Source: an optimization exercise on an open RTL-to-GDS flow (aim: small area, a short achievable clock period and few clock cycles per item). Production flows keep margins and buffers that such runs may drop.
No run shown here included a check of the RTL's function; only the layout flow was run.

==> flow/config.mk <==
export PLATFORM = sky130hd
export DESIGN_NAME = bsort_engine
export DESIGN_NICKNAME = bsort_engine
export VERILOG_FILES = /design/flow/design.v
export SDC_FILE = /design/flow/constraint.sdc
export NUM_CORES = 4
export LEC_CHECK = 0
export CAP_MARGIN = 20
export CORE_MARGIN = 2
export CORE_UTILIZATION = 55
export SETUP_SLACK_MARGIN = 5
export SLEW_MARGIN = 20
==> flow/constraint.sdc <==
create_clock -name core_clock -period 10.0 [get_ports {clk}]
set_input_delay 2.0000 -clock core_clock [delete_from_list [all_inputs] [get_ports {clk}]]
set_output_delay 2.0000 -clock core_clock [all_outputs]
set_load 0.01 [all_outputs]
==> flow/design.v <==
package bsort_pkg;
    localparam logic [1:0] KEY_FULL = 2'd0;
    localparam logic [1:0] KEY_R    = 2'd1;
    localparam logic [1:0] KEY_G    = 2'd2;
    localparam logic [1:0] KEY_B    = 2'd3;
endpackage
module bsort_cas
#(
    parameter int DATA_W = 24
) (
    input  logic [DATA_W-1:0] a_pix_i,
    input  logic [DATA_W-1:0] b_pix_i,
    input  logic [1:0]        key_sel_i,
    output logic              gt_o
);
    localparam int CH_W = DATA_W / 3;
    function automatic logic [1:0] cmp_ch(input logic [CH_W-1:0] a, input logic [CH_W-1:0] b);
        logic g, e;
        g = 1'b0;
        e = 1'b1;
        for (int i = CH_W - 1; i >= 0; i--) begin
            g = g | (e & a[i] & ~b[i]);
            e = e & ~(a[i] ^ b[i]);
        end
        cmp_ch = {g, e};
    endfunction
    logic g2, g1, g0, e2, e1;
    assign {g2, e2} = cmp_ch(a_pix_i[3*CH_W-1 -: CH_W], b_pix_i[3*CH_W-1 -: CH_W]);
    assign {g1, e1} = cmp_ch(a_pix_i[2*CH_W-1 -: CH_W], b_pix_i[2*CH_W-1 -: CH_W]);
    assign g0       = cmp_ch(a_pix_i[CH_W-1   -: CH_W], b_pix_i[CH_W-1   -: CH_W]) >> 1;
    assign gt_o = (key_sel_i == bsort_pkg::KEY_R) ? g2 :
                  (key_sel_i == bsort_pkg::KEY_G) ? g1 :
                  (key_sel_i == bsort_pkg::KEY_B) ? g0 :
                  (g2 | (e2 & (g1 | (e1 & g0))));
endmodule
module bsort_engine
#(
    parameter int DEPTH  = 32,
    parameter int DATA_W = 24,
    parameter int IDX_W  = $clog2(DEPTH)
) (
    input  logic              clk,
    input  logic              reset_n,
    input  logic              load,
    input  logic [DATA_W-1:0] in,
    input  logic [1:0]        key_sel,
    input  logic              descend,
    output logic              busy,
    output logic              out_valid,
    input  logic              out_ready,
    output logic [IDX_W-1:0]  image_out_index,
    output logic [DATA_W-1:0] out_data,
    output logic [1:0]        color_index,
    output logic              done
);
    localparam int               HALF     = DEPTH / 2;
    localparam int               PAS_N    = HALF - 1;            
    localparam int               CH_W     = DATA_W / 3;
    localparam int               HW       = IDX_W - 1;           
    localparam int               ENT_W    = DATA_W + HW;
    localparam logic [IDX_W-1:0] LAST_IDX = IDX_W'(DEPTH - 1);
    localparam logic [IDX_W-1:0] A_START  = IDX_W'(PAS_N);
    logic              busy_q;
    logic [IDX_W-1:0]  ld_cnt_q;      
    logic [IDX_W-1:0]  ins_cnt_q;     
    logic              ins_q;         
    logic              out_valid_q;
    logic [HW-1:0]     pas_cnt_q;     
    logic [HW:0]       act_cnt_q;     
    logic              new_tk_q;      
    logic [1:0]        key_sel_q;
    logic              descend_q;
    logic [ENT_W-1:0]        new_q;   
    logic [DATA_W+IDX_W-1:0] out_q;   
    logic [ENT_W-1:0]  act_q [HALF];
    logic [ENT_W-1:0]  pas_q [PAS_N];
    logic              accept;
    logic              pop;
    logic              prime;
    logic              fetch;
    logic              insert;
    logic              copy_run;
    logic              desc_now;
    logic              pas_ok, act_ok, new_ok;
    logic              gt_pa, gt_pn, gt_an;
    logic              take_pas, take_act, take_new;
    logic              last_pop;
    logic [HW-1:0]     run_n;
    logic [HW-1:0]     new_pos;
    assign accept   = load && !busy_q;
    assign pop      = out_valid_q && out_ready;
    assign prime    = ins_q && (ins_cnt_q == LAST_IDX);
    assign insert   = ins_q && (ins_cnt_q != LAST_IDX);
    assign copy_run = ins_q && (ins_cnt_q == A_START);
    assign run_n    = (ins_cnt_q < A_START) ? ins_cnt_q[HW-1:0] : HW'(ins_cnt_q - A_START);
    assign new_pos  = (ld_cnt_q < A_START) ? ld_cnt_q[HW-1:0] : HW'(ld_cnt_q - A_START);
    assign desc_now = (ld_cnt_q == '0) ? descend : descend_q;
    assign pas_ok   = pas_cnt_q != HW'(PAS_N);
    assign act_ok   = !act_cnt_q[HW];
    assign new_ok   = !new_tk_q;
    assign last_pop = pop && !pas_ok && !act_ok && !new_ok;
    assign fetch    = prime || (pop && !last_pop);
    assign take_pas = fetch && pas_ok && (!act_ok || !gt_pa) && (!new_ok || !gt_pn);
    assign take_act = fetch && !take_pas && act_ok && (!new_ok || !gt_an);
    assign take_new = fetch && !take_pas && !take_act;
    bsort_cas #(.DATA_W(DATA_W)) u_pa (
        .a_pix_i   (pas_q[PAS_N-1][ENT_W-1 -: DATA_W]),
        .b_pix_i   (act_q[HALF-1][ENT_W-1 -: DATA_W]),
        .key_sel_i (key_sel_q),
        .gt_o      (gt_pa)
    );
    bsort_cas #(.DATA_W(DATA_W)) u_pn (
        .a_pix_i   (pas_q[PAS_N-1][ENT_W-1 -: DATA_W]),
        .b_pix_i   (new_q[ENT_W-1 -: DATA_W]),
        .key_sel_i (key_sel_q),
        .gt_o      (gt_pn)
    );
    always_ff @(posedge clk or negedge reset_n) begin
        if (!reset_n) begin
            busy_q      <= 1'b0;
            ld_cnt_q    <= '0;
            ins_cnt_q   <= '0;
            ins_q       <= 1'b0;
            out_valid_q <= 1'b0;
            pas_cnt_q   <= '0;
            act_cnt_q   <= '0;
            new_tk_q    <= 1'b0;
            key_sel_q   <= bsort_pkg::KEY_FULL;
            descend_q   <= 1'b0;
        end else begin
            ins_q <= accept;
            if (accept) begin
                ld_cnt_q <= ld_cnt_q + 1'b1;
                if (ld_cnt_q == '0) begin
                    key_sel_q <= key_sel;
                    descend_q <= descend;
                end
                if (ld_cnt_q == LAST_IDX) busy_q <= 1'b1;
            end
            if (ins_q) ins_cnt_q <= ins_cnt_q + 1'b1;
            if (prime) out_valid_q <= 1'b1;
            if (take_pas) pas_cnt_q <= pas_cnt_q + 1'b1;
            if (take_act) act_cnt_q <= act_cnt_q + 1'b1;
            if (take_new) new_tk_q  <= 1'b1;
            if (last_pop) begin
                out_valid_q <= 1'b0;
                busy_q      <= 1'b0;
                pas_cnt_q   <= '0;
                act_cnt_q   <= '0;
                new_tk_q    <= 1'b0;
            end
        end
    end
    always_ff @(posedge clk) begin
        if (accept) new_q <= {in ^ {DATA_W{desc_now}}, new_pos};
    end
    logic [ENT_W-1:0] head;
    logic [IDX_W-1:0] head_idx;
    assign head     = take_pas ? pas_q[PAS_N-1] : take_act ? act_q[HALF-1] : new_q;
    assign head_idx = take_pas ? {1'b0, head[HW-1:0]} :
                      take_act ? IDX_W'({1'b0, head[HW-1:0]} + A_START) : LAST_IDX;
    always_ff @(posedge clk or negedge reset_n) begin
        if (!reset_n)      out_q <= '0;
        else if (fetch)    out_q <= {head[ENT_W-1 -: DATA_W] ^ {DATA_W{descend_q}}, head_idx};
        else if (last_pop) out_q <= '0;
    end
    logic [HALF-1:0] shift;
    for (genvar i = 0; i < HALF; i++) begin : g_cmp
        logic gt;
        bsort_cas #(.DATA_W(DATA_W)) u_cas (
            .a_pix_i   (act_q[i][ENT_W-1 -: DATA_W]),
            .b_pix_i   (new_q[ENT_W-1 -: DATA_W]),
            .key_sel_i (key_sel_q),
            .gt_o      (gt)
        );
        assign shift[i] = (HW'(i) >= run_n) || !gt;
        if (i == HALF - 1) begin : g_head
            assign gt_an = gt;
        end
    end
    for (genvar i = 0; i < HALF; i++) begin : g_act
        logic             sel_new, sel_prev, sel_hold;
        logic [ENT_W-1:0] prev;
        if (i == 0) begin : g_first
            assign sel_new  = insert && shift[0];
            assign sel_prev = 1'b0;
            assign prev     = '0;
        end else begin : g_rest
            assign sel_new  = insert && shift[i] && !shift[i-1];
            assign sel_prev = (insert && shift[i-1]) || take_act;
            assign prev     = act_q[i-1];
        end
        assign sel_hold = !(sel_new || sel_prev);
        always_ff @(posedge clk) begin
            act_q[i] <= ({ENT_W{sel_hold}} & act_q[i])
                      | ({ENT_W{sel_new}}  & new_q)
                      | ({ENT_W{sel_prev}} & prev);
        end
    end
    for (genvar i = 0; i < PAS_N; i++) begin : g_pas
        logic             sel_copy, sel_prev, sel_hold;
        logic [ENT_W-1:0] prev;
        assign sel_copy = copy_run;
        if (i == 0) begin : g_first
            assign sel_prev = 1'b0;
            assign prev     = '0;
        end else begin : g_rest
            assign sel_prev = take_pas;
            assign prev     = pas_q[i-1];
        end
        assign sel_hold = !(sel_copy || sel_prev);
        always_ff @(posedge clk) begin
            pas_q[i] <= ({ENT_W{sel_hold}} & pas_q[i])
                      | ({ENT_W{sel_copy}} & act_q[i])
                      | ({ENT_W{sel_prev}} & prev);
        end
    end
    logic [DATA_W-1:0] out_pix;
    assign out_pix = out_q[DATA_W+IDX_W-1 -: DATA_W];
    assign busy            = busy_q;
    assign out_valid       = out_valid_q;
    assign out_data        = out_pix;
    assign image_out_index = out_q[IDX_W-1:0];
    assign color_index     = (key_sel_q == bsort_pkg::KEY_G) ? out_pix[2*CH_W-1 -: 2] :
                             (key_sel_q == bsort_pkg::KEY_B) ? out_pix[CH_W-1 -: 2] :
                                                               out_pix[DATA_W-1 -: 2];
    assign done            = last_pop;
endmodule
==> flow/run.sh <==
#!/bin/bash
# synth_recipe.tcl (not shown) runs the flow's synth.tcl, then flattens the netlist and writes it again
# the make line also repeats each setting of config.mk as NAME=value (left out here)
make -C /OpenROAD-flow-scripts/flow DESIGN_CONFIG=/design/flow/config.mk WORK_HOME=/design/flow/orfs CLKGATE_MAP_FILE= SYNTH_SCRIPT=/design/flow/synth_recipe.tcl finish
==> results of run 1 <==
## routing by layer
layer  GRT usage, %  part of all wire [%]  routed length, um
met1          55.59                    46              74330
met2          49.36                    39              63680
met3          7.077                   9.7              15780
met4          17.62                   5.3               8676
met5              0                     0                  0
## worst register-to-register path, stage by stage (launching register included)
cell	delay, ns
edfxtp_1	0.35
buf_4	0.24
clkinv_1	0.14
buf_4	0.44
nor2_1	0.09
maj3_1	0.37
o31ai_1	0.49
a31oi_1	0.26
nand4_1	0.15
buf_4	0.73
nor2_2	0.37
o31ai_4	0.78
buf_6	0.25
a221o_1	0.17
## stage by stage
step / cell area [um^2] / std cells / hold slack (ns) / worst slack (ns)
after CTS: 50830 / 6044 / 0.4425 / 4.723
final: 50970 / 6051 / 0.4409 / 5.089
after global routing: 50970 / 6050 / 0.4548 / 4.913
after floorplan: 46280 / 5010 / 0.4180 / 5.470
after detailed placement: 47360 / 5856 / 0.4295 / 3.946
after global placement: 47340 / 5855 / 0.4243 / 4.021
## worst max-delay path by stage
stage	from	endpoint	slack [ns]	depth (start not counted)
after floorplan	out_ready	done	5.47	3
after global placement	out_ready	act_q[13][2]	4.02	10
after detailed placement	out_ready	act_q[13][8]	3.95	11
after CTS	out_ready	done	4.72	4
after global routing	out_ready	act_q[4][8]	4.91	13
final	out_ready	act_q[7][16]	5.09	12
## area by class of cell
cell class                 count  area (um^2)  area share [%]
clock buffer                 137         2814           5.521
tap                         1080         1351           2.651
clock inverter                46        561.8           1.102
inverter                     144        548.0           1.075
antenna                        1        2.502        0.004909
multi-input combinational   3499        23830           46.75
sequential                   951        20150           39.54
timing repair buffer         193         1709           3.353
## synthesized netlist by cell type, types with 41 or more instances
library cell / instances / share of area (%)
a21oi_1: 84 / 0.91
nand2b_1: 60 / 0.81
edfxtp_1: 84 / 5.5
nor2b_1: 191 / 2.6
a22oi_1: 474 / 7.7
inv_1: 133 / 1.1
maj3_1: 116 / 2.5
o21ai_0: 101 / 1.1
ha_1: 63 / 1.7
nand3_1: 41 / 0.44
clkbuf_1: 180 / 1.5
xor2_1: 67 / 1.3
a221o_1: 193 / 4.2
buf_2: 174 / 1.9
a22o_1: 180 / 3.4
a21o_1: 188 / 3.0
nor2_1: 117 / 0.95
dfrtp_1: 55 / 3.0
xnor2_1: 161 / 3.0
nor3_1: 75 / 0.81
dfxtp_1: 812 / 35
nand2_1: 847 / 6.9
## logic make-up after synthesis
logic type | count (synthesis)
AOI/OAI and AO/OA | 1549
buffers and inverters | 560
and+or+nand+nor | 1471
adders and majority gates | 190
xor gates and xnor gates | 228
muxes | 61
DFF | 951
## registers in the layout, summed over array words and instances (netlist names), named ones only
signal       cells
key_sel_q        2
ins_cnt_q        5
out_valid_q      1
pas_cnt_q        4
new_tk_q         1
new_q           28
out_q           29
ld_cnt_q         5
act_cnt_q        5
busy_q           1
pas_q          392
ins_q            1
act_q          420
descend_q        1
## repair_timing
item / in CTS / in global routing
setup buffers: 5 / 4
setup endpoints to repair: 424 / 286
resized for setup: 9 / 20
pin swaps: 0 / 1
==> summary.md, run 1 <==
| Metric | Value |
|---|---|
| Setup TNS | 0 ns |
| Main combinational cell family by area after synthesis | compound AO/OA/AOI/OAI gates |
| Setup crit start kind | primary input |
| CP cell instances | clkdlybuf4s50_1 -> nand2_1 -> o21ai_1 -> nand4b_1 -> a311oi_1 -> o22ai_1 -> a31oi_4 -> buf_12 -> o22ai_2 -> buf_4 -> a22o_1 -> a21o_1 |
| Cell variety after synth | ~100 |
| Final core occ | roughly three fifths |
| Root Driver | clkbuf_16 |
| Chip width | between 200 and 300 um |
| FP Rows | 106 |
| Max clock buf depth | 3 |
| Arrival @ worst endpoint | roughly 5.5 ns |
| Critical Path Sink Type | register |
| # setup viols final | 0 |
| I/O Pins | between 60 and 70 |
| Number of buffers created by CTS | 100 |
| Hold EP | pas_q[3][9] |
| Routed Antenna Nets | 0 |
| Starting Density | between 50% and 60% |
| Worst path slowest cell | clkdlybuf4s50_1 |
| Final net count | between 4000 and 5000 |
| Max Freq | ~0.20 GHz |
| Max-Cap Viols | 0 |
| Clk_skew | about 0.029 ns |
| Dpl hpwl | between 100 and 150 mm |
| Final Max Slew Viols | 0 |
| Gpl congestion | 0.9073 |
| Port Buffers | 64 |
| Total global-route track usage | around 37% |
| Total grt overflow | 0 |
| HP Class | reg -> reg |
| Most frequent cells in the layout | nand2_1 (846), dfxtp_1 (812), a22oi_1 (473), a221o_1 (193), a21o_1 (188) |
| Hold Path Origin | pas_q[3][9] |
| DRC | 0 |
| Relative slew margins | between 10% and 20% |
| DR WL/cell | ~27 um |
| RSZ-0062 raised after global routing | true |
| Vias in the first global route | between 30000 and 40000 |
| Share of layout cells above drive strength 1 | between 8 and 9% |
| Worst path top cell family by delay | compound AO/OA/AOI/OAI gates |
| Min cycle time layout | 4.911 ns |
| Fill count | just over 7000 |
| Clock sink count | roughly 950 |
| WP data required | between 10 and 15 ns |
| Drt initial violations | roughly 4300 |
| Antenna violations before repair | 0 |
| WL final | approximately 160 mm |
| Post-synthesis register bit count | between 900 and 1000 |
| Status | finished clean |
| Clock latency on the worst-skew pair | roughly 0.7 ns |
| Mux share of post-synthesis cell area | under 10% |
| Netlist Area Pre-Place | around 46000 um^2 |
| Worst path max stage delay | about 0.53 ns |
| Net Count, Synth | slightly above 5000 |
| Drt first pass iters | 7 |
| Worst hold path depth | 2 |
| Vias | around 39000 |
| Synth Area in Adders | around 4.5% |
| Crit Reg-Reg Endpoint | act_q[13][3] |
| Reg2Reg Setup Slack | roughly 5.1 ns |
| CTS tree | yes |
| XOR/XNOR Fraction of Synth Area | 4.315% |
| Die Footprint | about 86000 um^2 |
| Clock transition at path regs | roughly 0.060 ns |
| Hold-fix buffers, CTS | 0 |
| Die height | 294.1 um |
| Layout area overhead | 10.14% |
| Max FO, Critical Path | ~130 |
| Synth async-reset ratio | 5.783% |
| Synth Area in Compound Gates | 26.16% |
| # H-tree levels | 3 |
| R2R depth | 13 |
| Synth Area per Inst | 9.238 um^2 |
| Floorplan Core Area | roughly 83000 um^2 |
| Vias per inst | roughly 6.5 |
| Post-synth EDFFs | 84 |
| First-pass GRT wire length | about 240 mm |
| YS warnings | 6 |
| Final Hold Viols | 0 |
| Most common cell after layout, fill and taps aside | nand2_1 |
| Synth Area in Simple Gates | 14.70% |
| Pin count of the biggest net entering global routing | approximately 190 |
| Worst setup path class | in -> reg |
| FF-to-FF Start | new_q[6] |
| Seq/Total Area, Yosys | between 40 and 50% |
| Fin crit share | 49.11% |
| Cells after synthesis | around 5000 |
| CP bufs+invs | 3 |
| Worst Tran Pin Value | approximately 1.2 ns |
| Top_reg_cell synth | dfxtp_1 |
==> inputs of run 2 (changes only) <==
--- a/flow/design.v
+++ b/flow/design.v
@@ -80,5 +80,4 @@
     logic              fetch;
     logic              insert;
-    logic              copy_run;
     logic              desc_now;
     logic              pas_ok, act_ok, new_ok;
@@ -92,5 +91,4 @@
     assign prime    = ins_q && (ins_cnt_q == LAST_IDX);
     assign insert   = ins_q && (ins_cnt_q != LAST_IDX);
-    assign copy_run = ins_q && (ins_cnt_q == A_START);
     assign run_n    = (ins_cnt_q < A_START) ? ins_cnt_q[HW-1:0] : HW'(ins_cnt_q - A_START);
     assign new_pos  = (ld_cnt_q < A_START) ? ld_cnt_q[HW-1:0] : HW'(ld_cnt_q - A_START);
@@ -199,19 +197,15 @@
     end
     for (genvar i = 0; i < PAS_N; i++) begin : g_pas
-        logic             sel_copy, sel_prev, sel_hold;
+        logic             sel_prev;
         logic [ENT_W-1:0] prev;
-        assign sel_copy = copy_run;
         if (i == 0) begin : g_first
-            assign sel_prev = 1'b0;
-            assign prev     = '0;
+            assign sel_prev = insert;
+            assign prev     = act_q[HALF-1];
         end else begin : g_rest
-            assign sel_prev = take_pas;
+            assign sel_prev = insert || take_pas;
             assign prev     = pas_q[i-1];
         end
-        assign sel_hold = !(sel_copy || sel_prev);
         always_ff @(posedge clk) begin
-            pas_q[i] <= ({ENT_W{sel_hold}} & pas_q[i])
-                      | ({ENT_W{sel_copy}} & act_q[i])
-                      | ({ENT_W{sel_prev}} & prev);
+            if (sel_prev) pas_q[i] <= prev;
         end
     end
==> flow/flow/run.sh (new file) <==
#!/bin/bash
# Standard layout, with timing repair aimed below the design's period.
set -euo pipefail
bash standard.sh SETUP_SLACK_MARGIN=5.6 finish > make_finish.log 2>&1
==> flow/standard.sh (new file) <==
#!/bin/bash
# synth_recipe.tcl (not shown) runs the flow's synth.tcl, then flattens the netlist and writes it again
# the make line also repeats each setting of config.mk as NAME=value (left out here)
make -C /OpenROAD-flow-scripts/flow DESIGN_CONFIG=/design/flow/config.mk WORK_HOME=/design/flow/orfs CLKGATE_MAP_FILE= SYNTH_SCRIPT=/design/flow/synth_recipe.tcl "${@:-finish}"
--- a/flow/config.mk
+++ b/flow/config.mk
@@ -9,4 +9,3 @@
 export CORE_MARGIN = 2
 export CORE_UTILIZATION = 55
-export SETUP_SLACK_MARGIN = 5
 export SLEW_MARGIN = 20
removed: flow/run.sh
==> run 2 against run 1 <==
- still clean on timing, DRC and antenna
- area after synthesis fell by 6.4%
- die area fell by 6.3%
- hold slack got worse by 0.029 ns
- utilization rose by 3.1 points
- setup slack improved by 0.23 ns
- synthesized cell count fell by 25%
- wire length fell by 22%
- critical path depth fell by 7
- cell count fell by 18%
- critical endpoint is now done
==> summary.md, run 2 <==
| Metric | Value |
|---|---|
| Total global-route track usage | a little under a third |
| Netlist Area Pre-Place | 43320 um^2 |
| CTS tree | yes |
| Worst path max stage delay | 0.37 ns |
| Share of layout cells above drive strength 1 | between 10% and 20% |
| Max-Cap Viols | 0 |
| Final net count | around 3900 |
| Min cycle time layout | 4.683 ns |
| Pre-CTS WS | 2.619 ns |
| Clock sink count | 951 |
| Die height | around 280 um |
| Relative slew margins | a little over a quarter |
| Root Driver | clkbuf_16 |
| DRC | 0 |
| CP cell instances | buf_6 -> nand2_4 -> or3_4 -> inv_8 -> buf_8 |
| # setup viols final | 0 |
| HP Class | reg -> reg |
| WL final | between 100 and 150 mm |
| # H-tree levels | 3 |
| Cells after synthesis | roughly 3800 |
| Worst Tran Pin Value | roughly 1.1 ns |
| I/O Pins | 65 |
| Max FO, Critical Path | 2 |
| Ant diodes | 0 |
| Gpl congestion | around 0.88 |
| Top Registers | act_q: 420 flops, pas_q: 420 flops, out_q: 29 flops |
| Antenna violations before repair | 1 |
| Seq/Total Area, Yosys | a little under three fifths |
| Status | finished clean |
| Starting Density | between 50 and 60% |
| Synth top area cells | edfxtp_1 (33%), dfxtp_1 (19%), a22o_1 (3.9%), a221o_1 (3.7%), a21o_1 (3.5%) |
| Synth async-reset ratio | 5.783% |
| Cell variety after synth | between 80 and 90 |
| Max Freq | approximately 0.21 GHz |
| Final Max Slew Viols | 0 |
| Fill count | around 6000 |
| Port Buffers | 64 |
| Most common cell after layout, fill and taps aside | edfxtp_1 |
| WP data required | ~8.0 ns |
| Pin count of the biggest net entering global routing | 100 |
| Fin crit share | approximately 47% |
| Vias in the first global route | roughly 30000 |
| Setup TNS | 0 ns |
| Layout area overhead | 15.17% |
| Vias per inst | 6.510 |
| Clock transition at path regs | 0.06 ns |
| Top-count cell post-synth | edfxtp_1 |
| Synth Area per Inst | between 10 and 15 um^2 |
| Setup WS post-layout | around 5.3 ns |
| Post-synth top area cell | edfxtp_1 |
| DR WL/cell | ~26 um |
| RSZ-0062 raised after global routing | true |
| Number of buffers created by CTS | 100 |
| Drt first pass iters | 6 |
| Chip width | 284.6 um |
| Most frequent cells in the layout | edfxtp_1 (476), dfxtp_1 (420), a21o_1 (203), a22o_1 (190), nand2_1 (182) |
| YS warnings | 6 |
| Vias | roughly 32000 |
| Die Footprint | just over 80000 um^2 |
| Floorplan Core Area | slightly below 80000 um^2 |
| Total grt overflow | 0 |
| Reg2Reg Setup Slack | 5.68 ns |
| Critical Path Sink Type | primary output |
| Final Hold Viols | 0 |
| FP Rows | 102 |
| Routed Antenna Nets | 0 |
| First-pass GRT wire length | roughly 190 mm |
| Hold-fix buffers, CTS | 0 |
| Synth cell count leaders | edfxtp_1 (476), dfxtp_1 (420), a21o_1 (204) |
| Worst path slowest cell | or3_4 |
| Clk_skew | about 0.056 ns |
| Post-synthesis register bit count | around 950 |
| Worst setup path class | in -> out |
| Post-synth EDFFs | 476 |
| Dpl hpwl | between 70 and 80 mm |
| Max clock buf depth | 3 |
| Arrival @ worst endpoint | between 2 and 3 ns |
| Net Count, Synth | 3874 |
| Drt initial violations | between 3000 and 4000 |
| Setup crit start kind | primary input |
| Clock latency on the worst-skew pair | ~0.7 ns |
| Top_reg_cell synth | edfxtp_1 |
| Share of the synthesized area in the top cell type | about a third |
[run 2: cell types whose count changed after synthesis, sizes merged, moves of 16 or more]
cell and delta:
nand2 -658, a22oi -405, dfxtp -392, edfxtp +392, buf -144, a21oi +78
a221o -33, inv -31, nor4 +26, a21boi -25, nor2b -21, o21ai -20
a21o +16
[run 2: timing repair]
action / 4_1_cts / 5_1_grt
pin swaps: 8 / 5
setup buffers: 27 / 31
endpoints found under the hold margin: 0 / 0
setup endpoints to repair: 880 / 733
gates resized for setup: 77 / 83
gates cloned: 13 / 12
[run 2: worst paths after layout]
kind / start / depth (start not counted) / end
max: out_ready / 5 / done
min: pas_q[7][1] / 0 / pas_q[8][1]
max reg2reg: pas_q[14][23] / 15 / act_q[2][16]
min reg2reg: pas_q[7][1] / 0 / pas_q[8][1]
max in group asynchronous: reset_n / 2 / out_q[26]
min in group asynchronous: reset_n / 2 / ld_cnt_q[1]
[run 2: worst max-delay path, delay by kind of cell]
family / cells / cell delay, ns
buf+inv: 3 / 0.26
simple gates: 2 / 0.41
[run 2: area by class of cell]
cell class	instances	area (um^2)	area share [%]
inverter	118	461.7	0.9254
clock buffer	138	2809	5.630
sequential	951	24080	48.26
timing repair buffer	243	2611	5.234
multi-input combinational	2437	18110	36.31
tap	1040	1301	2.608
clock inverter	47	515.5	1.033
[run 2: logic make-up after synthesis]
family | synth area share [%]
multiplexers | 1.398
adder cells (fa/ha/maj) | 4.494
XOR/XNOR | 4.933
AO/OA/AOI/OAI | 20.46
buffers and inverters | 3.743
AND/OR/NAND/NOR | 9.393
flip-flops | 55.58
[run 2: layer usage]
layer | wire, um | share of wire [%] | track usage, %
met3 | 9735 | 7.7 | 4.486
met2 | 55620 | 44 | 45.02
met4 | 4666 | 3.7 | 11.38
met5 | 18 | 0.014 | 0
met1 | 57070 | 45 | 44.06
[run 2: metrics by stage]
stage	hold WS, ns	instances	instance area (um^2)	utilization, %
4_1_cts	0.4057	4930	49090	63.16
6_report	0.4117	4974	49890	64.19
2_1_floorplan	0.4003	3781	43400	-
3_5_place_dp	0.4045	4705	45010	57.91
5_1_grt	0.4178	4974	49890	64.19
3_3_place_gp	0.4012	4705	44990	57.89

==> re-timing with driven ports <==
In the flow no input, the clock included, has a driving cell. The finished layouts below were timed again as built, in two steps.
Step 1 (the two cells are an assumption about what drives the block):
set clk [get_ports {clk}]
set_driving_cell -lib_cell sky130_fd_sc_hd__clkbuf_16 $clk
set_driving_cell -lib_cell sky130_fd_sc_hd__buf_2 [delete_from_list [all_inputs] $clk]
Step 2 times the ports against the registers' clock, not the clock port: input delays grow and output delays shrink by t, the midpoint of the rising clock arrivals with the driver on.
Slacks: ideal ports / drivers / drivers and shift; pairs: ideal ports / drivers.
run | t, ns | setup slack, ns | worst setup path after step 2 | worst data-port slew with drivers (ns)
run 1 | 0.736 | 5.089 / 5.072 / 4.400 | input to register | 0.06
run 2 | 0.728 | 5.317 / 5.273 / 5.057 | input to register | 0.04
After both steps setup and hold are still met in every run listed. For run 1, which loses most, drivers alone change the setup slack by -0.017 ns; drivers and shift together by -0.689 ns.
